Context: an optimization exercise on an open-source flow, tuned for small area, a short achievable clock period and few clock cycles per item. The choices shown serve that exercise and are no tape-out recipe. In this exercise RTL edits were held to simulation tests only and were not proved equivalent to the original. No activity file was given, so power comes from the tool's default toggle rates.

==> flow/run.sh <==
#!/bin/bash
# synth_recipe.tcl (not shown) runs the flow's synth.tcl, then flattens the netlist and writes it again
# the make line also repeats each setting of config.mk as NAME=value (left out here)
make -C /OpenROAD-flow-scripts/flow DESIGN_CONFIG=/design/flow/config.mk WORK_HOME=/design/flow/orfs CLKGATE_MAP_FILE= SYNTH_SCRIPT=/design/flow/synth_recipe.tcl finish
==> flow/config.mk <==
export PLATFORM = sky130hd
export DESIGN_NAME = bellmanFordTop
export DESIGN_NICKNAME = bellmanFordTop
export VERILOG_FILES = /design/flow/design.v
export SDC_FILE = /design/flow/constraint.sdc
export NUM_CORES = 4
export LEC_CHECK = 0
export ABC_AREA = 1
export CAP_MARGIN = 20
export CORE_MARGIN = 2
export CORE_UTILIZATION = 40
export SETUP_SLACK_MARGIN = 5.0
export SLEW_MARGIN = 20
export TNS_END_PERCENT = 100
==> flow/constraint.sdc <==
create_clock -name core_clock -period 8.0 [get_ports {clock}]
set_input_delay 1.6000 -clock core_clock [delete_from_list [all_inputs] [get_ports {clock}]]
set_output_delay 1.6000 -clock core_clock [all_outputs]
set_load 0.01 [all_outputs]
==> flow/design.v <==
package bellmanFordPkg;
    typedef logic [8-1:0] nodeId_t;
    typedef logic signed [8-1:0] weight_t;
    typedef logic signed [16-1:0] distance_t;
    typedef logic [13-1:0] graphAddress_t;
    typedef logic [128-1:0] graphLine_t;
endpackage
module bellmanFordTop (
    input  logic                          clock,
    input  logic                          reset,
    input  logic                          start,
    input  bellmanFordPkg::nodeId_t       source,
    input  bellmanFordPkg::nodeId_t       destination,
    input  bellmanFordPkg::nodeId_t       nodeCount,
    output logic                          graphReadEnable,
    output bellmanFordPkg::graphAddress_t graphAddress,
    input  bellmanFordPkg::graphLine_t    graphData,
    output logic                          outWriteEnable,
    output bellmanFordPkg::graphAddress_t outAddress,
    output bellmanFordPkg::distance_t     outData,
    output logic                          busy,
    output logic                          finish,
    output logic                          negCycle
);
    localparam int NN = 31;
    localparam int DW = 13;
    typedef enum logic [2:0] {S_IDLE, S_RUN, S_PD, S_PN, S_PE, S_FIN} state_t;
    typedef enum logic [2:0] {F_WAIT, F_IDXW, F_IDX, F_ADJW, F_FIRST, F_LINE, F_GAP} fetch_t;
    state_t st;
    fetch_t fst;
    logic [4:0] srcR, dstR;
    logic [4:0] nR;
    logic [5:0] passCnt;
    logic [DW-1:0] distT [1:NN];
    logic [4:0]    predT [1:NN];
    logic [NN:1]   reached;
    logic [NN:1]   dirty;
    logic                 aValid, duRd;
    logic [4:0]           pAddr;
    logic signed [7:0]    aW;
    logic                 bValid, bInit;
    logic [4:0]           bNode;
    logic signed [DW-1:0] bCand, bTD;
    logic                 bTR;
    logic                 cValid, cInit, cSupp;
    logic [4:0]           cNode, cProc;
    logic signed [DW-1:0] cCand;
    logic signed [DW-1:0] du;
    logic [4:0]           procNode, selNode;
    logic                 selPend;
    logic [5:0]           pos;
    logic [2:0] slot;
    logic [7:0] rem;
    logic       reqPend, pendIdx;
    logic [5:0] outCnt;
    logic signed [DW-1:0] pDist;
    logic [4:0]           pPred;
    logic                 pReached;
    assign pDist    = distT[pAddr];
    assign pPred    = predT[pAddr];
    assign pReached = reached[pAddr];
    logic improve, negDetect, fwdB, fwdC;
    logic [NN:1] cSel;
    always_comb
        for (int i = 1; i <= NN; i++)
            cSel[i] = cNode == 5'(i);
    assign improve = bValid && (bInit || !bTR || (bCand < bTD));
    assign negDetect = bValid && !bInit && (bCand < -13'sd960);
    assign fwdB = improve && (bNode == pAddr);
    assign fwdC = cValid && (cNode == pAddr);
    logic signed [DW-1:0] fDist;
    logic                 fReached;
    assign fDist    = fwdB ? bCand : fwdC ? cCand : pDist;
    assign fReached = fwdB || fwdC || pReached;
    logic [NN:1] hiM, loOH, hiOH;
    logic        anyHi, anyD;
    logic [4:0]  selHi, selLo;
    logic [4:0]  selR;
    logic        selAny, selWrap;
    always_comb
    begin
        for (int i = 1; i <= NN; i++)
            hiM[i] = dirty[i] && (6'(i) >= pos);
        anyHi = |hiM;
        anyD  = |dirty;
        for (int i = 1; i <= NN; i++)
        begin
            hiOH[i] = hiM[i];
            loOH[i] = dirty[i];
            for (int j = 1; j < i; j++)
            begin
                if (hiM[j]) hiOH[i] = 1'b0;
                if (dirty[j]) loOH[i] = 1'b0;
            end
        end
        selHi = '0;
        selLo = '0;
        for (int i = 1; i <= NN; i++)
        begin
            if (hiOH[i]) selHi = selHi | 5'(i);
            if (loOH[i]) selLo = selLo | 5'(i);
        end
    end
    logic       lastInLine, nextLast;
    always_comb
    begin
        lastInLine = (rem <= 8'd1) || (slot == 3'd7);
        nextLast   = !lastInLine && ((rem == 8'd2) || (slot == 3'd6));
    end
    logic [4:0] slotNode;
    logic [7:0] slotW;
    always_comb
    begin
        slotNode = graphData[120 - 16*slot +: 5];
        slotW    = graphData[112 - 16*slot +: 8];
    end
    logic [7:0] lFirst;
    assign lFirst = graphData[119:112];
    logic issueIdx, issueCont, negPass, doneNow;
    always_comb
    begin
        issueIdx  = 1'b0;
        issueCont = 1'b0;
        doneNow   = 1'b0;
        if (st == S_RUN)
        begin
            case (fst)
                F_LINE:
                    if (!reqPend)
                    begin
                        if (nextLast)
                        begin
                            if (rem != 8'd2) issueCont = 1'b1;
                            else if (selAny) issueIdx = 1'b1;
                        end
                        else if (lastInLine)
                        begin
                            if (rem > 8'd1)  issueCont = 1'b1;
                            else if (selAny) issueIdx = 1'b1;
                        end
                    end
                F_WAIT:
                    if (selAny) issueIdx = 1'b1;
                    else if (!anyD && !aValid && !bValid && !cValid) doneNow = 1'b1;
                default: ;
            endcase
        end
        negPass = issueIdx && selWrap && (passCnt == {nR, 1'b0});
    end
    logic issueNode;
    assign issueNode = issueIdx && !negPass;
    always_ff @(posedge clock)
    begin
        for (int i = 1; i <= NN; i++)
        begin
            if (cValid && cSel[i])
            begin
                distT[i] <= cCand;
                predT[i] <= cProc;
            end
        end
    end
    always_ff @(posedge clock)
    begin
        for (int i = 1; i <= NN; i++)
        begin
            if (st == S_IDLE)
            begin
                reached[i] <= 1'b0;
                dirty[i] <= 1'b0;
            end
            else
            begin
                if (cValid && cSel[i])
                    reached[i] <= 1'b1;
                if (issueNode && selR == 5'(i))
                    dirty[i] <= 1'b0;
                else if (cValid && !cInit && !cSupp && cSel[i])
                    dirty[i] <= 1'b1;
            end
        end
    end
    always_ff @(posedge clock)
    begin
        selR <= anyHi ? selHi : selLo;
        selAny <= anyD;
        selWrap <= !anyHi;
    end
    always_ff @(posedge clock)
    begin
        if (reset)
        begin
            st <= S_IDLE;
            busy <= 1'b0;
            fst <= F_WAIT;
            graphReadEnable <= 1'b0;
            outWriteEnable <= 1'b0;
            finish <= 1'b0;
            negCycle <= 1'b0;
            aValid <= 1'b0;
            duRd <= 1'b0;
            bValid <= 1'b0;
            bInit <= 1'b0;
            cValid <= 1'b0;
            cInit <= 1'b0;
            reqPend <= 1'b0;
            selPend <= 1'b0;
        end
        else
        begin
            graphReadEnable <= 1'b0;
            outWriteEnable <= 1'b0;
            finish <= 1'b0;
            aValid <= 1'b0;
            duRd <= 1'b0;
            pAddr <= slotNode;
            aW <= slotW;
            bValid <= aValid;
            bInit <= 1'b0;
            bNode <= pAddr;
            bCand <= du + {{(DW-8){aW[7]}}, aW};
            bTD <= fDist;
            bTR <= fReached;
            cValid <= improve;
            cInit <= bInit;
            cNode <= bNode;
            cProc <= procNode;
            cCand <= bCand;
            cSupp <= selPend && bNode == selNode;
            if (duRd)
            begin
                du <= fDist;
                selPend <= 1'b0;
            end
            case (st)
                S_IDLE:
                begin
                    fst <= F_WAIT;
                    if (start)
                    begin
                        srcR <= source[4:0];
                        dstR <= destination[4:0];
                        nR <= nodeCount[4:0];
                        negCycle <= 1'b0;
                        passCnt <= 6'd1;
                        bValid <= 1'b1;
                        bInit <= 1'b1;
                        bNode <= source[4:0];
                        bCand <= '0;
                        procNode <= source[4:0];
                        selNode <= source[4:0];
                        selPend <= 1'b0;
                        pos <= {1'b0, source[4:0]} + 6'd1;
                        graphReadEnable <= 1'b1;
                        graphAddress <= bellmanFordPkg::graphAddress_t'(source[4:0]);
                        reqPend <= 1'b0;
                        fst <= F_IDXW;
                        st <= S_RUN;
                        busy <= 1'b1;
                    end
                end
                S_RUN:
                begin
                    if (issueNode)
                    begin
                        graphReadEnable <= 1'b1;
                        graphAddress <= bellmanFordPkg::graphAddress_t'(selR);
                        selNode <= selR;
                        selPend <= 1'b1;
                        pos <= {1'b0, selR} + 6'd1;
                        if (selWrap)
                            passCnt <= passCnt + 6'd1;
                    end
                    if (issueCont)
                    begin
                        graphReadEnable <= 1'b1;
                        graphAddress <= graphAddress + 13'd1;
                    end
                    case (fst)
                        F_WAIT:
                            if (issueIdx) fst <= F_IDXW;
                        F_IDXW:
                            fst <= F_IDX;
                        F_IDX:
                        begin
                            graphReadEnable <= 1'b1;
                            graphAddress <= graphData[13-1:0];
                            fst <= F_ADJW;
                        end
                        F_ADJW:
                        begin
                            pAddr <= selNode;
                            duRd <= 1'b1;
                            procNode <= selNode;
                            slot <= 3'd1;
                            fst <= F_FIRST;
                        end
                        F_FIRST:
                        begin
                            aValid <= lFirst != 8'd0;
                            rem <= (lFirst == 8'd0) ? 8'd0 : lFirst - 8'd1;
                            slot <= 3'd2;
                            fst <= F_LINE;
                        end
                        F_GAP:
                            fst <= F_LINE;
                        F_LINE:
                        begin
                            aValid <= rem != 8'd0;
                            if (rem != 8'd0)
                                rem <= rem - 8'd1;
                            slot <= slot + 3'd1;
                            if (nextLast && (issueCont || issueIdx))
                            begin
                                reqPend <= 1'b1;
                                pendIdx <= issueIdx;
                            end
                            if (lastInLine)
                            begin
                                reqPend <= 1'b0;
                                slot <= 3'd0;
                                if (reqPend)
                                    fst <= pendIdx ? F_IDX : F_LINE;
                                else if (issueCont)
                                    fst <= F_GAP;
                                else if (issueIdx)
                                    fst <= F_IDXW;
                                else
                                    fst <= F_WAIT;
                            end
                        end
                        default:
                            fst <= F_WAIT;
                    endcase
                    if (doneNow)
                    begin
                        pAddr <= dstR;
                        st <= S_PD;
                    end
                    if (negDetect || negPass)
                    begin
                        negCycle <= 1'b1;
                        finish <= 1'b1;
                        graphReadEnable <= 1'b0;
                        aValid <= 1'b0;
                        bValid <= 1'b0;
                        cValid <= 1'b0;
                        fst <= F_WAIT;
                        st <= S_FIN;
                    end
                end
                S_PD:
                begin
                    pAddr <= pAddr;
                    outWriteEnable <= 1'b1;
                    outCnt <= 6'd0;
                    outAddress <= '0;
                    outData <= pReached ? {{(16-DW){pDist[DW-1]}}, pDist} : 16'hFFFF;
                    if (pReached)
                        st <= S_PN;
                    else
                    begin
                        finish <= 1'b1;
                        st <= S_FIN;
                    end
                end
                S_PN:
                begin
                    outWriteEnable <= 1'b1;
                    outCnt <= outCnt + 6'd1;
                    outAddress <= bellmanFordPkg::graphAddress_t'(outCnt + 6'd1);
                    outData <= 16'(pAddr);
                    if (pAddr == srcR)
                        st <= S_PE;
                    else
                        pAddr <= pPred;
                end
                S_PE:
                begin
                    outWriteEnable <= 1'b1;
                    outCnt <= outCnt + 6'd1;
                    outAddress <= bellmanFordPkg::graphAddress_t'(outCnt + 6'd1);
                    outData <= 16'hFFFF;
                    finish <= 1'b1;
                    st <= S_FIN;
                end
                default:
                begin
                    st <= S_IDLE;
                    busy <= 1'b0;
                end
            endcase
        end
    end
endmodule
==> impl_metrics.tcl, run 1 <==
set metrics [dict create \
    routed_wirelength_microns 111000 \
    pre_cts_slack_ps 3490 \
    hold_class "reg2reg" \
    synthTopCellsByCount "722 x edfxtp_1, 714 x nand2_1, 378 x nor2_1" \
    root_buffer "clkbuf_16" \
    yosysSeqAreaShare_pct 64.4 \
    worstPathCellList "buf_12 -> clkinvlp_4 -> buf_12 -> ha_4 -> nand3_2 -> inv_4 -> a22o_1 -> nor3_4 -> nand4_1 -> o21ai_2 -> nand3_1" \
    rows 110 \
    slew_violations 0 \
    critPathLaunchType "flop" \
    grt_max_degree 74 \
    synth.top_cell.area_share_pct 59.5 \
    avgViaCountPerCell 5.46 \
    die_h_microns 306 \
    cts_buffers 84 \
    cts_buffer_depth 3 \
    setup_violations 0 \
    hpwl_microns 72400 \
    critical-path-top-delay-family "simple AND/OR/NAND/NOR gates" \
    area_growth_pct 19.5 \
    clock.fmax_ghz 0.330 \
    tritoncts "done" \
    n_antenna_cell 0 \
    cpPeakStageDelay_ps 460 \
    hold_end "cProc[3]$_DFFE_PN_" \
    critical_path_required_ps 8380 \
    worst-path-buf-inv 4 \
    synth_top_area_cell "edfxtp_1" \
    initial_core_util_pct 40.4 \
    synth.most_common_cell "edfxtp_1" \
    antenna_found_initial 4 \
    layout_setup_ws_ps 4970 \
    cp_data_arrival_time_ps 3420 \
    final.setup.tns_ps 0 \
    vias 27000 \
    period_share_pct 37.9 \
    grt_pass1_vias 25800 \
    synth.distinct_cells 66 \
    track_usage_pct 23.1 \
    slew_headroom_pct 25.0 \
    coreArea_sq_um 90100 \
    drive_above_1_share_pct 12.2 \
    grt_pass1_wl_microns 162000 \
    p_per_area_nw_per_um2 317 \
    hold_path_depth 0 \
    cts.sinks 810 \
    cp_common_cell "buf_12" \
    timing.rr.end "pAddr[4]$_DFFE_PP_" \
    fp.dieArea_sq_um 93500 \
    drtPass1Iterations 6 \
    ys.flop_type "edfxtp_1" \
    reg2reg_depth 11 \
    ys_top_cells_by_area "edfxtp_1 60%, nand2_1 7.4%, dfxtp_1 4.8%, nor2_1 3.9%, nand3_1 3.2%" \
    ant_nets 0 \
    clock_latency_ps 650 \
    drc 0 \
    crit_type "reg2reg" \
    clock_skew_ps 43.8 \
    yosys_warnings 21 \
    rsz0062_at_grt "yes" \
    p_leak_nw 16.5 \
    htreeDepth 3 \
    syn_area_sq_um 36400 \
    syn_avg_cell_area_sq_um 10.6 \
    holdWs_ps 443 \
    outcome "finished clean" \
    port_buffers 162 \
    grt_overflow 0 \
    period_needed_ps 3030 \
    cap_viol_max_count 0 \
    ios 202 \
    finalHoldViolations 0 \
    path_clk_slew_ps 60 \
    synth_edf_count 722 \
    tightest_slew_ps 1120 \
    place_congestion 0.918 \
    synth_seq_cells 810 \
    synthCells 3442 \
    die_w_microns 306 \
    min_from "procNode[3]$_DFFE_PP_" \
    end_kind "flop" \
    postSynth.asyncResetShare_pct 0 \
    wl_per_cell_microns 22.3 \
    r2r_slack_ps 4970 \
    fin_nets 3901 \
    cpMaxStageDelayCell "nand4_1" \
    drtIter0Drc 2826 \
    vdd_drop_max_mv 0.180 \
    cp_max_fo 17 \
    r2r-start "pAddr[0]$_DFFE_PP_" \
]
-- area by class of cell --
cell class              count  area (sq um)
inverters                 346          1440
multi-input cells        2182         11600
well taps                1176          1470
repair buffers            279          2730
fillers                  8116         46600
repair inverters            2          20.0
clock buffers             108          2280
flip-flops and latches    810         23400
clock inverters            50           534
-- cells in the final DEF, fill, tap and decap left out, types with 13 or more instances in the layout --
cell type / n
a21oi_1: 117
a211oi_1: 13
nor2_1: 351
o221ai_1: 16
a221oi_1: 13
or2_2: 17
ha_1: 35
o22ai_1: 23
nand2_2: 22
xnor2_1: 13
dlygate4sd2_1: 26
inv_2: 22
o21ai_0: 139
edfxtp_1: 722
inv_4: 13
a22oi_1: 20
clkinv_2: 14
clkbuf_16: 88
nor2_2: 33
nand3_1: 231
clkbuf_1: 20
buf_4: 89
o21ai_1: 13
dfxtp_1: 87
a22o_1: 52
o21a_1: 15
clkdlybuf4s50_1: 121
nand4_1: 110
nor4_1: 14
inv_1: 291
xor2_1: 20
nand2_1: 703
nor3_1: 40
nor2_4: 25
clkinv_1: 27
-- worst max-delay path by stage --
| stage | from | endpoint | depth (start not counted) |
|---|---|---|---|
| 6_report | pAddr[0]$_DFFE_PP_ | pAddr[4]$_DFFE_PP_ | 11 |
| 5_1_grt | pAddr[0]$_DFFE_PP_ | pAddr[4]$_DFFE_PP_ | 14 |
| 4_1_cts | pAddr[0]$_DFFE_PP_ | pAddr[4]$_DFFE_PP_ | 12 |
| 3_5_place_dp | pAddr[0]$_DFFE_PP_ | pAddr[0]$_DFFE_PP_ | 14 |
| 3_3_place_gp | pAddr[0]$_DFFE_PP_ | pAddr[0]$_DFFE_PP_ | 14 |
| 2_1_floorplan | cNode[2]$_DFFE_PN_ | distT[18][0]$_DFFE_PP_ | 3 |
-- metal layers --
layer | up-vias | global-route usage (%) | wire (microns)
met5 | - | 0 | 23
met4 | 4 | 7.01 | 3410
met3 | 204 | 3.60 | 8420
met2 | 1065 | 37.1 | 51300
met1 | 13100 | 32.2 | 47400
li1 | 12600 | - | -
-- cell families (layout without fill, tap and decap cells) --
family                     count (synthesis)  in the layout  synth area share [%]
DFF                                      810            810                  64.4
and+or+nand+nor                         1617           1617                  19.9
buffers and inverters                    455            785                  5.07
adders and majority gates                 41             41                  1.43
xor gates and xnor gates                  33             33                 0.794
AOI/OAI and AO/OA                        485            485                  8.44
other                                      1              6                0.0103
-- flip-flops by register name (all words and copies together), names as in the netlist, 6 cells and up --
name and flops:
predT 155, graphAddress 13, aW 8, reached 31
pos 6, du 13, bCand 13, rem 8
bTD 13, outData 13, dirty 31, cCand 13
passCnt 6, distT 403
-- what timing repair did --
action,CTS,global route
pin swaps,20,22
gates resized for setup,149,71
endpoints found under the setup margin,150,129
hold buffers,0,0
buffers inserted,45,14
gates cloned,2,1
-- power breakdown --
group | internal, mW | switching (mW)
Clock | 2.32 | 1.69
Sequential | 5.17 | 0.246
Combinational | 1.41 | 2.98
-- metrics by stage --
stage | cells | utilization, % | power, mW | area [sq um]
after CTS | 4932 | 47.7 | 13.6 | 43000
after global placement | 4726 | 43.7 | 9.22 | 39400
after detailed placement | 4727 | 43.7 | 9.26 | 39400
after floorplan | 3447 | - | 7.72 | 36500
final | 4953 | 48.3 | 13.8 | 43500
after global routing | 4953 | 48.3 | 14.4 | 43500
-- worst reg2reg max path, cell delays in order, from the launching register on --
cell,delay (ps)
edfxtp_1,400
buf_12,130
clkinvlp_4,110
buf_12,160
ha_4,190
nand3_2,150
inv_4,150
a22o_1,280
nor3_4,370
nand4_1,470
o21ai_2,290
nand3_1,80
Testbench counts, summed over its fixed seeds: cycles 22,568, queries 96.
==> inputs of run 2 (changes only) <==
--- a/flow/design.v
+++ b/flow/design.v
@@ -25,4 +25,5 @@
     localparam int NN = 31;
     localparam int DW = 13;
+    localparam logic signed [DW-1:0] UNREACHED = 13'sd4095;
     typedef enum logic [2:0] {S_IDLE, S_RUN, S_PD, S_PN, S_PE, S_FIN} state_t;
     typedef enum logic [2:0] {F_WAIT, F_IDXW, F_IDX, F_ADJW, F_FIRST, F_LINE, F_GAP} fetch_t;
@@ -34,5 +35,4 @@
     logic [DW-1:0] distT [1:NN];
     logic [4:0]    predT [1:NN];
-    logic [NN:1]   reached;
     logic [NN:1]   dirty;
     logic                 aValid, duRd;
@@ -42,5 +42,4 @@
     logic [4:0]           bNode;
     logic signed [DW-1:0] bCand, bTD;
-    logic                 bTR;
     logic                 cValid, cInit, cSupp;
     logic [4:0]           cNode, cProc;
@@ -54,10 +53,10 @@
     logic       reqPend, pendIdx;
     logic [5:0] outCnt;
+    logic [DW-1:0] outWord;
+    assign outData = {{(16-DW){outWord[DW-1]}}, outWord};
     logic signed [DW-1:0] pDist;
     logic [4:0]           pPred;
-    logic                 pReached;
     assign pDist    = distT[pAddr];
     assign pPred    = predT[pAddr];
-    assign pReached = reached[pAddr];
     logic improve, negDetect, fwdB, fwdC;
     logic [NN:1] cSel;
@@ -65,12 +64,10 @@
         for (int i = 1; i <= NN; i++)
             cSel[i] = cNode == 5'(i);
-    assign improve = bValid && (bInit || !bTR || (bCand < bTD));
+    assign improve = bValid && (bInit || (bCand < bTD));
     assign negDetect = bValid && !bInit && (bCand < -13'sd960);
     assign fwdB = improve && (bNode == pAddr);
     assign fwdC = cValid && (cNode == pAddr);
     logic signed [DW-1:0] fDist;
-    logic                 fReached;
     assign fDist    = fwdB ? bCand : fwdC ? cCand : pDist;
-    assign fReached = fwdB || fwdC || pReached;
     logic [NN:1] hiM, loOH, hiOH;
     logic        anyHi, anyD;
@@ -140,4 +137,6 @@
                         end
                     end
+                F_FIRST:
+                    if (lFirst <= 8'd2 && selAny) issueIdx = 1'b1;
                 F_WAIT:
                     if (selAny) issueIdx = 1'b1;
@@ -150,13 +149,16 @@
     logic issueNode;
     assign issueNode = issueIdx && !negPass;
+    logic                 idle;
+    logic signed [DW-1:0] wDist;
+    assign idle = st == S_IDLE;
+    assign wDist = {cCand[DW-1] & !idle, cCand[DW-2:0] | {(DW-1){idle}}};
     always_ff @(posedge clock)
     begin
         for (int i = 1; i <= NN; i++)
         begin
+            if (idle || (cValid && cSel[i]))
+                distT[i] <= wDist;
             if (cValid && cSel[i])
-            begin
-                distT[i] <= cCand;
                 predT[i] <= cProc;
-            end
         end
     end
@@ -166,12 +168,7 @@
         begin
             if (st == S_IDLE)
-            begin
-                reached[i] <= 1'b0;
                 dirty[i] <= 1'b0;
-            end
             else
             begin
-                if (cValid && cSel[i])
-                    reached[i] <= 1'b1;
                 if (issueNode && selR == 5'(i))
                     dirty[i] <= 1'b0;
@@ -221,5 +218,4 @@
             bCand <= du + {{(DW-8){aW[7]}}, aW};
             bTD <= fDist;
-            bTR <= fReached;
             cValid <= improve;
             cInit <= bInit;
@@ -302,4 +298,11 @@
                             slot <= 3'd2;
                             fst <= F_LINE;
+                            if (lFirst <= 8'd1)
+                                fst <= issueIdx ? F_IDXW : F_WAIT;
+                            else if (issueIdx)
+                            begin
+                                reqPend <= 1'b1;
+                                pendIdx <= 1'b1;
+                            end
                         end
                         F_GAP:
@@ -356,6 +359,6 @@
                     outCnt <= 6'd0;
                     outAddress <= '0;
-                    outData <= pReached ? {{(16-DW){pDist[DW-1]}}, pDist} : 16'hFFFF;
-                    if (pReached)
+                    outWord <= (pDist == UNREACHED) ? '1 : pDist;
+                    if (pDist != UNREACHED)
                         st <= S_PN;
                     else
@@ -370,5 +373,5 @@
                     outCnt <= outCnt + 6'd1;
                     outAddress <= bellmanFordPkg::graphAddress_t'(outCnt + 6'd1);
-                    outData <= 16'(pAddr);
+                    outWord <= DW'(pAddr);
                     if (pAddr == srcR)
                         st <= S_PE;
@@ -381,5 +384,5 @@
                     outCnt <= outCnt + 6'd1;
                     outAddress <= bellmanFordPkg::graphAddress_t'(outCnt + 6'd1);
-                    outData <= 16'hFFFF;
+                    outWord <= '1;
                     finish <= 1'b1;
                     st <= S_FIN;
==> run 2 against run 1 <==
Against the previous run:
- final cell count up 2.6%
- sequential share of layout area down 1.4 points
- clock power decreased by 5.3%
- critical endpoint is now outData[15]
- largest power group unchanged
==> impl_metrics.tcl, run 2 <==
set metrics [dict create \
    cts_buffer_depth 3 \
    die_h_microns 303 \
    syn_avg_cell_area_sq_um 10.1 \
    routed_wirelength_microns 111000 \
    critPathLaunchType "flop" \
    initial_core_util_pct 40.4 \
    drive_above_1_share_pct 13.4 \
    cpPeakStageDelay_ps 500 \
    synth_top_area_cell "edfxtp_1" \
    port_buffers 162 \
    critical-path-top-delay-family "flip-flops" \
    mostFrequentLayoutCell "nand2_1" \
    ys_top_cells_by_area "edfxtp_1 61%, nand2_1 8.3%, nor2_1 4.9%, nand3_1 3.8%, dfxtp_1 3.2%" \
    synth.distinct_cells 59 \
    rows 109 \
    yosysSeqAreaShare_pct 63.7 \
    drc 0 \
    rsz0062_at_grt "yes" \
    synth.most_common_cell "nand2_1" \
    placed_cell_area_sq_um 38800 \
    grtUsageMet3_pct 4.36 \
    crit_type "reg2out" \
    die_w_microns 303 \
    timing.rr.end "pAddr[2]$_DFFE_PP_" \
    hpwl_microns 73800 \
    largest_reg_flops 403 \
    grt_overflow 0 \
    synth.top_cell.area_share_pct 60.6 \
    slew_violations 0 \
    drtPass1Iterations 7 \
    grt_max_degree 74 \
    coreArea_sq_um 88500 \
    grt_pass1_wl_microns 162000 \
    clock_skew_ps 29.6 \
    drtIter0Drc 3063 \
    track_usage_pct 23.7 \
    cp_max_fo 3 \
    worstPathCellList "buf_6 -> buf_6" \
    root_buffer "clkbuf_16" \
    reg2reg_depth 15 \
    synth_seq_cells 778 \
    finalHoldViolations 0 \
    area_growth_pct 21.6 \
    period_needed_ps 3010 \
    postSynth.asyncResetShare_pct 0 \
    slew_headroom_pct 30.7 \
    n_antenna_cell 0 \
    r2r-start "pAddr[2]$_DFFE_PP_" \
    final.setup.tns_ps 0 \
    cap_viol_max_count 0 \
    design_power_total_mw 14.6 \
    hold_end "cProc[0]$_DFFE_PN_" \
    grt_pass1_vias 26200 \
    largest-register "distT" \
    setup_violations 0 \
    clock_latency_ps 640 \
    met1_usage_pct 31.6 \
    path_clk_slew_ps 60 \
    finalInstanceArea_sq_um 43500 \
    final_util_pct 49.1 \
    cts_buffers 83 \
    htreeDepth 3 \
    gr-usage-met2_pct 39.5 \
    reg_top3 "distT x403, predT x155, dirty x31" \
    vias 27500 \
    wl_per_cell_microns 21.8 \
    synthTopCellsByCount "795 x nand2_1, 721 x edfxtp_1, 463 x nor2_1" \
    vdd_drop_max_mv 0.175 \
    syn_area_sq_um 35800 \
    clock.fmax_ghz 0.332 \
    end_kind "primary output" \
    cp_data_arrival_time_ps 1410 \
    period_share_pct 37.7 \
    ios 202 \
    hold_class "reg2reg" \
    ant_nets 0 \
    most-common-layout-cells "770 x nand2_1, 721 x edfxtp_1, 429 x nor2_1, 275 x inv_1, 260 x nand3_1" \
    antenna_found_initial 0 \
    yosys_warnings 21 \
    holdWs_ps 401 \
    outcome "finished clean" \
    p_leak_nw 16.8 \
    critical_path_required_ps 6400 \
    fp.dieArea_sq_um 91800 \
    ys.flop_type "edfxtp_1" \
    n_fill_cell 8029 \
    cts.sinks 778 \
    worst-path-buf-inv 2 \
    fin_nets 4045 \
    avgViaCountPerCell 5.42 \
    place_congestion 0.912 \
    tritoncts "done" \
    cts_hold_buf 0 \
    min_from "procNode[0]$_DFFE_PP_" \
    synth_edf_count 721 \
    synthCells 3540 \
    hold_path_depth 0 \
    p_per_area_nw_per_um2 335 \
    cp_common_cell "buf_6" \
    r2r_slack_ps 5070 \
    grt-busiest-layer "met2" \
    cpMaxStageDelayCell "edfxtp_1" \
    tightest_slew_ps 1040 \
]
==> run 2: changes by cell type in the layout (fill, tap and decap cells not counted), sizes merged, moves of 31 or more <==
| cell | change |
|---|---|
| nand2 | +64 |
| nor2 | +78 |
| buf | +85 |
| inv | -31 |
| a22o | -36 |
| dfxtp | -31 |
| o21ai | +44 |
==> run 2: where the power goes <==
group / internal, mW / switching [mW] / total [mW]
Combinational: 1.17 / 3.16 / 4.33
Sequential: 6.11 / 0.334 / 6.45
Clock: 2.21 / 1.59 / 3.79
Total: 9.49 / 5.08 / 14.6
==> run 2: final cells by class <==
class | count | area [sq um] | share of cell area (%)
clock buffer | 106 | 2280 | 5.24
tap | 1165 | 1460 | 3.35
sequential | 778 | 22800 | 52.4
timing repair inverter | 3 | 18.8 | 0.0432
inverter | 305 | 1200 | 2.76
clock inverter | 42 | 400 | 0.921
timing repair buffer | 359 | 3480 | 8.01
multi-input combinational | 2322 | 11800 | 27.3
==> run 2: worst register-to-register path: cells and delay by family, from the launching register on <==
| kind | cells | cell delay (ps) |
|---|---|---|
| AOI/OAI and AO/OA | 2 | 400 |
| DFF | 1 | 380 |
| buffers and inverters | 5 | 750 |
| and+or+nand+nor | 8 | 1140 |
==> run 2: cells by family after synthesis <==
kind of cell | synth area share (%)
XOR/XNOR | 0.784
flip-flops | 63.7
buffers and inverters | 5.07
other | 0.0105
AND/OR/NAND/NOR | 21.1
adder cells (fa/ha/maj) | 1.35
AO/OA/AOI/OAI | 7.99
==> run 2: through the flow <==
step                      instances  setup WS (ps)
final                          5080           4990
after global routing           5080           4930
after CTS                      5041           4810
after detailed placement       4802           3530
after global placement         4802           3570
after floorplan                3545           4590
==> run 2: worst max path at each step <==
stage                               start                            end  slack (ps)  cells after the start
global route           st[0]$_SDFFE_PP0P_      graphAddress[4]$_DFFE_PP_        4930                     16
detailed placement         graphData[117]  graphAddress[5]$_SDFFCE_PN0P_        3530                     14
finish              outWord[12]$_DFFE_PP_                    outData[15]        4990                      2
floorplan                  graphData[117]               pos[0]$_DFFE_PP_        4590                     12
CTS                 outWord[12]$_DFFE_PP_                    outData[13]        4810                      2
global placement           graphData[118]  graphAddress[9]$_SDFFCE_PN0P_        3570                     14
==> run 2: per-layer routing <==
| layer | vias up | wire length (microns) |
|---|---|---|
| met5 | - | 0 |
| met4 | 0 | 3280 |
| met3 | 183 | 8930 |
| met2 | 1164 | 52600 |
| met1 | 13200 | 45700 |
| li1 | 13000 | - |
==> run 2: repair_timing <==
action | CTS | global route
setup buffers | 87 | 32
resized for setup | 184 | 123
setup endpoints to repair | 254 | 106
pin swaps | 26 | 28
gates cloned | 4 | 3
Testbench counts of run 2, summed over its fixed seeds: cycles 21,834, queries 96.
==> inputs of run 3 (changes only) <==
--- a/flow/config.mk
+++ b/flow/config.mk
@@ -9,5 +9,5 @@
 export CAP_MARGIN = 20
 export CORE_MARGIN = 2
-export CORE_UTILIZATION = 40
+export CORE_UTILIZATION = 30
 export SETUP_SLACK_MARGIN = 5.0
 export SLEW_MARGIN = 20
==> run 3 against run 2 <==
Against the previous run:
- still clean
- final cell count rose by 7.2%
- utilization shrank 12 points
- sequential share of layout area down 0.34 points
- first-iteration DRC count is 2.2% higher
- non-clock buffer count decreased by 12
- largest cell class unchanged
- highest routed layer is now met5
==> impl_metrics.tcl, run 3 <==
set metrics [dict create \
    wl_per_cell_microns 20.7 \
    mostFrequentLayoutCell "nand2_1" \
    grt_max_degree 72 \
    synth.top_cell.area_share_pct 60.6 \
    setup_violations 0 \
    worst-path-buf-inv 1 \
    antenna_found_initial 1 \
    cp_max_fo 2 \
    cts_buffer_depth 3 \
    drive_above_1_share_pct 12.7 \
    r2r-start "pAddr[4]$_DFFE_PP_" \
    r2r_slack_ps 5100 \
    largest-register "distT" \
    ios 202 \
    cp_data_arrival_time_ps 1370 \
    synth_seq_cells 778 \
    die_h_microns 349 \
    p_leak_nw 16.7 \
    synthCells 3540 \
    n_fill_cell 11400 \
    cts_buffers 81 \
    yosys_warnings 21 \
    cts.sinks 778 \
    initial_core_util_pct 30.3 \
    slew_violations 0 \
    synthTopCellsByCount "795 x nand2_1, 721 x edfxtp_1, 463 x nor2_1" \
    rows 126 \
    reg2reg_depth 13 \
    fp.dieArea_sq_um 122000 \
    ys_top_cells_by_area "edfxtp_1 61%, nand2_1 8.3%, nor2_1 4.9%, nand3_1 3.8%, dfxtp_1 3.2%" \
    die_w_microns 349 \
    port_buffers 162 \
    yosysSeqAreaShare_pct 63.7 \
    cp-startpoint "graphAddress[4]$_DFFE_PP_" \
    grt_pass1_wl_microns 165000 \
    hpwl_microns 75100 \
    synth_top_area_cell "edfxtp_1" \
    most-common-layout-cells "774 x nand2_1, 721 x edfxtp_1, 422 x nor2_1, 277 x inv_1, 262 x nand3_1" \
    grt_pass1_vias 26400 \
    design_power_total_mw 14.5 \
    finalHoldViolations 0 \
    cpMaxStageDelayCell "edfxtp_1" \
    crit_type "reg2out" \
    htreeDepth 3 \
    path_clk_slew_ps 60 \
    period_share_pct 37.1 \
    cap_viol_max_count 0 \
    timing.rr.end "pAddr[1]$_DFFE_PP_" \
    clock.fmax_ghz 0.337 \
    final.setup.tns_ps 0 \
    slew_headroom_pct 27.2 \
    end_kind "primary output" \
    root_buffer "clkbuf_16" \
    synth_edf_count 721 \
    postSynth.asyncResetShare_pct 0 \
    critPathLaunchType "flop" \
    cts_hold_buf 0 \
    worstPathCellList "clkdlybuf4s15_1" \
    clock_latency_ps 650 \
    period_needed_ps 2970 \
    coreArea_sq_um 118000 \
    grt_overflow 0 \
    hold_class "reg2reg" \
    critical-path-top-delay-family "flip-flops" \
    cp-endpoint "graphAddress[4]" \
    place_congestion 0.902 \
    synth.distinct_cells 59 \
    critical_path_required_ps 6400 \
    avgViaCountPerCell 5.11 \
    p_per_area_nw_per_um2 330 \
    drtPass1Iterations 6 \
    fin_nets 4034 \
    rsz0062_at_grt "yes" \
    track_usage_pct 17.9 \
    ant_nets 0 \
    tightest_slew_ps 1080 \
    ys.flop_type "edfxtp_1" \
    outcome "finished clean" \
    tritoncts "done" \
    largest_reg_flops 403 \
    syn_area_sq_um 35800 \
    drtIter0Drc 3129 \
    cpPeakStageDelay_ps 450 \
    synth.most_common_cell "nand2_1" \
    reg_top3 "distT x403, predT x155, dirty x31" \
    syn_avg_cell_area_sq_um 10.1 \
    drc 0 \
    area_growth_pct 22.4 \
    vdd_drop_max_mv 0.238 \
    vias 27800 \
    routed_wirelength_microns 113000 \
    crit_cells 1 \
    clock_skew_ps 27.8 \
]
## run 3: cell counts after synthesis
Identical to the previous run, type by type.
## run 3: per-layer routing
layer | routed length [microns] | vias to the layer above | GRT usage [%]
met5 | 13 | - | 0
met4 | 3930 | 2 | 6.13
met3 | 9540 | 221 | 3.10
met2 | 53700 | 1275 | 29.9
met1 | 45800 | 13400 | 23.4
li1 | - | 12900 | -
## run 3: timing repair
action,4_1_cts,5_1_grt
gates cloned,9,5
setup buffers,84,19
pin swaps,28,33
endpoints found under the setup margin,214,185
resized for setup,196,106
## run 3: final cells by class
| type | count | area (sq um) | share of cell area, % |
|---|---|---|---|
| Timing Repair inverter | 4 | 27.5 | 0.0629 |
| Inverter | 305 | 1200 | 2.74 |
| Clock buffer | 104 | 2180 | 4.99 |
| Clock inverter | 44 | 387 | 0.884 |
| Multi-Input combinational cell | 2324 | 11800 | 27.0 |
| Timing Repair Buffer | 347 | 3430 | 7.83 |
| Sequential cell | 778 | 22800 | 52.1 |
| Antenna cell | 2 | 5.00 | 0.0114 |
| Tap cell | 1536 | 1920 | 4.39 |
## run 3: worst register-to-register path: stages, from the launching register on
cell and delay [ps]:
edfxtp_1 320, buf_4 230, inv_4 110, buf_12 170, buf_16 210, nand2_4 160
nor2_4 60, buf_4 170, a221oi_1 300, nand4_1 160, nor2_2 210, nand4_1 290
o211ai_1 200, nand3_1 80
## run 3: how the worst min path moves through the flow
stage	to	slack, ps	start	cells past startpoint
after floorplan	cProc[0]$_DFFE_PN_	400	procNode[0]$_DFFE_PP_	0
after global placement	cProc[2]$_DFFE_PN_	410	procNode[2]$_DFFE_PP_	0
after detailed placement	cProc[3]$_DFFE_PN_	410	procNode[3]$_DFFE_PP_	0
after CTS	cProc[3]$_DFFE_PN_	420	procNode[3]$_DFFE_PP_	0
after global routing	cProc[4]$_DFFE_PN_	430	procNode[4]$_DFFE_PP_	0
final	cProc[3]$_DFFE_PN_	420	procNode[3]$_DFFE_PP_	0
## run 3: cell families after synthesis
kind of cell	after synthesis	synth area share, %
adders and majority gates	38	1.35
buffers and inverters	445	5.07
and+or+nand+nor	1764	21.1
xor gates and xnor gates	32	0.784
other	1	0.0105
AOI/OAI and AO/OA	482	7.99
DFF	778	63.7
## run 3: power by group
part	switching (mW)	internal, mW	leakage (nW)	total, mW
sequential	0.333	6.11	6.91	6.44
combinational	3.18	1.16	8.53	4.34
clock	1.62	2.05	1.25	3.67
total	5.13	9.32	16.7	14.5
## run 3: through the flow
| step | instance area (sq um) | utilization, % | hold slack (ps) | setup slack, ps | std cells |
|---|---|---|---|---|---|
| 2_1_floorplan | 35900 | - | 400 | 4590 | 3545 |
| 3_3_place_gp | 39300 | 33.3 | 407 | 3460 | 5173 |
| 3_5_place_dp | 39300 | 33.3 | 405 | 3430 | 5173 |
| 4_1_cts | 43100 | 36.5 | 419 | 4970 | 5414 |
| 5_1_grt | 43800 | 37.1 | 433 | 4990 | 5442 |
| 6_report | 43800 | 37.1 | 421 | 5030 | 5444 |

[afterwards: timing with drivers on the ports]
Ports are ideal in the flow. The routed layouts listed here were re-timed in OpenROAD. Step 1, drivers: a clkbuf_16 drives clock and a buf_2 each remaining input, both assumed. Step 2 times the ports against the registers' clock, not the clock port: input delays grow and output delays shrink by t, the midpoint of the rising clock arrivals with the driver on. a / b / c = ideal ports / drivers / drivers and shift; a / b = the first two.
run	shift t [ns]	setup slack, ns	hold WS [ns]
run 1	0.703	4.967 / 4.943 / 4.461	0.443 / 0.443 / 0.443
run 2	0.689	4.988 / 4.922 / 4.336	0.401 / 0.401 / 0.401
run 3	0.696	5.029 / 4.965 / 4.378	0.421 / 0.421 / 0.421
After both steps every run listed still meets setup and hold. For run 2, which loses most, drivers alone change the setup slack by -0.066 ns; drivers and shift together by -0.652 ns.
